What follows belongs to an exercise in optimizing a design on an open flow for small area and a short achievable clock period; a production flow would make more cautious choices.
Only simulation tests tie the RTL to the original design; equivalence was not proved.
Power figures rest on the tool's default switching activity, not on a simulated workload.

// rvSliceTop
module rvSliceTop (
    input  logic                   clk,
    input  logic                   reset,
    input  logic                   instrValid_i,
    input  logic [32-1:0]       instr_i,
    output logic                   wbValid_o,
    output logic [5-1:0] wbRd_o,
    output logic [32-1:0]       wbData_o
);
    logic             dWrites;
    logic             dIsLui;
    logic             dUseImm;
    logic             dInv;
    logic [6:0]       dSel;
    logic             dRs1En;
    logic             dRs2En;
    logic [31:1]      regValidNext;
    logic             dHitA;
    logic             dHitB;
    logic             dFwdA;
    logic             dFwdB;
    logic             s1Valid;    
    logic [4:0]       s1Rd;
    logic             s1IsLui;
    logic             s1UseImm;
    logic             s1Inv;
    logic [6:0]       s1Sel;
    logic [31:12]     s1ImmBits;
    logic [31:1]      s1SelA;
    logic [31:1]      s1SelB;
    logic             s1HitA;
    logic             s1HitB;
    logic             s1FwdA;
    logic             s1FwdB;
    logic             s2Valid;
    logic [4:0]       s2Rd;
    logic [31:0]      s2OpA;
    logic [31:0]      s2OpB;      
    logic             s2Inv;
    logic [6:0]       s2Sel;
    logic [31:0]      s2OpSh;     
    logic [4:0]       s2Sh;       
    logic [31:0]      rdA;
    logic [31:0]      rdB;
    logic [31:0]      imm;
    logic [31:0]      srcA;
    logic [31:0]      srcB;
    logic [31:0]      srcARev;
    logic [31:0]      aluResult;
    rvDecode decode_i (
        .instrValid_i(instrValid_i), .instr_i(instr_i),
        .writes_o(dWrites), .isLui_o(dIsLui), .useImm_o(dUseImm),
        .rs1En_o(dRs1En), .rs2En_o(dRs2En),
        .inv_o(dInv), .sel_o(dSel)
    );
    assign dFwdA = s1Valid && s1Rd == instr_i[19:15] && dRs1En;
    assign dFwdB = s1Valid && s1Rd == instr_i[24:20] && dRs2En;
    assign dHitA = s2Valid && s2Rd == instr_i[19:15] && dRs1En;
    assign dHitB = s2Valid && s2Rd == instr_i[24:20] && dRs2En;
    always_ff @(posedge clk) begin
        if (reset) begin
            s1Valid <= 1'b0;
        end else begin
            s1Valid <= dWrites;
        end
  ...
For scale: ~4200 cells after synthesis.
Settings: LEC_CHECK=0, CAP_MARGIN=20, CORE_MARGIN=2, CORE_UTILIZATION=45, SETUP_SLACK_MARGIN=3.0, SLEW_MARGIN=20; clock period 6.0 ns.
run.sh (not shown) runs the stock make flow with config.mk's settings and CLKGATE_MAP_FILE= SYNTH_SCRIPT=/design/flow/synth_recipe.tcl, a recipe that flattens the netlist after the stock synthesis.
The baseline ran to the end with no violations.
Rerun with:
==> flow/flow/run.sh (new file) <==
#!/bin/bash
# The standard layout (standard.sh, which runs the standard flow's own ORFS flow and
# synthesis unchanged) with a leaner clock tree: sink clusters of up to 30
# flip-flops within 50 um, and no dummy loads added to balance the tree.
set -o pipefail
CTS_ARGS="-sink_clustering_enable -repair_clock_nets -sink_clustering_size 30 -sink_clustering_max_diameter 50 -dont_use_dummy_load"
export CTS_ARGS
echo "export CTS_ARGS = $CTS_ARGS" >> config.mk
bash standard.sh finish > standard.log 2>&1
status=$?
cp standard.sh standard_sh.txt 2>/dev/null
exit $status
==> flow/standard.sh (new file) <==
#!/bin/bash
# synth_recipe.tcl (not shown) runs the flow's synth.tcl, then flattens the netlist and writes it again
# the make line also repeats each setting of config.mk as NAME=value (left out here)
make -C /OpenROAD-flow-scripts/flow DESIGN_CONFIG=/design/flow/config.mk WORK_HOME=/design/flow/orfs CLKGATE_MAP_FILE= SYNTH_SCRIPT=/design/flow/synth_recipe.tcl "${@:-finish}"
--- a/flow/config.mk
+++ b/flow/config.mk
@@ -12 +12,2 @@
 export SLEW_MARGIN = 20
+export CTS_ARGS = -sink_clustering_enable -repair_clock_nets -sink_clustering_size 30 -sink_clustering_max_diameter 50 -dont_use_dummy_load
removed: flow/run.sh
Outcome:
- die area is unchanged
- worst setup slack gets worse by 0.051 ns
- global-route usage goes down by 0.30 points
- final area goes down by 2.4%
- sequential share of layout area goes up by 1.4 points
- wire length goes down by 0.59%
- synthesized area does not change
Rerun with:
==> flow/run.sh (new file) <==
#!/bin/bash
# synth_recipe.tcl (not shown) runs the flow's synth.tcl, then flattens the netlist and writes it again
# the make line also repeats each setting of config.mk as NAME=value (left out here)
make -C /OpenROAD-flow-scripts/flow DESIGN_CONFIG=/design/flow/config.mk WORK_HOME=/design/flow/orfs CLKGATE_MAP_FILE= SYNTH_SCRIPT=/design/flow/synth_recipe.tcl finish
--- a/flow/config.mk
+++ b/flow/config.mk
@@ -10,4 +10,5 @@
 export CORE_UTILIZATION = 45
-export SETUP_SLACK_MARGIN = 3.0
+export CTS_CLUSTER_DIAMETER = 50
+export CTS_CLUSTER_SIZE = 25
+export SETUP_SLACK_MARGIN = 3.3
 export SLEW_MARGIN = 20
-export CTS_ARGS = -sink_clustering_enable -repair_clock_nets -sink_clustering_size 30 -sink_clustering_max_diameter 50 -dont_use_dummy_load
removed: flow/flow/run.sh
removed: flow/standard.sh
What happened:
- The new run went through all stages and came out clean
- final cell count went up by 4.2%
- die area stays the same
- global-route usage went up by 1.6 points
- core utilization went up by 4.2 points
- synthesized area stays the same
- critical path depth went down by 1
- sequential power hardly moves
- flip-flop and latch count stays the same
- clock skew went down by 0.020 ns

[afterwards: timing with drivers on the ports]
The results above use ideal ports. As a check the final layouts listed here were re-extracted and re-timed, cells and wires unchanged. Step 1 assumes that a clkbuf_16 drives the clock port and a buf_2 every other input. Step 2 times the ports against the registers' clock, not the clock port: input delays grow and output delays shrink by t, the midpoint of the rising clock arrivals with the driver on. Slacks: ideal ports / drivers / drivers and shift; pairs: ideal ports / drivers.
run | shift t [ns] | setup slack, ns | worst setup path at the end
the first run | 0.865 | 2.696 / 2.696 / 2.307 | input to register
the second run | 0.811 | 2.645 / 2.645 / 2.412 | input to register
the third run | 0.830 | 2.894 / 2.894 / 2.634 | input to register
After both steps setup and hold are still met in every run listed. For the first run, which loses most, drivers alone change the setup slack by 0.000 ns; drivers and shift together by -0.389 ns.
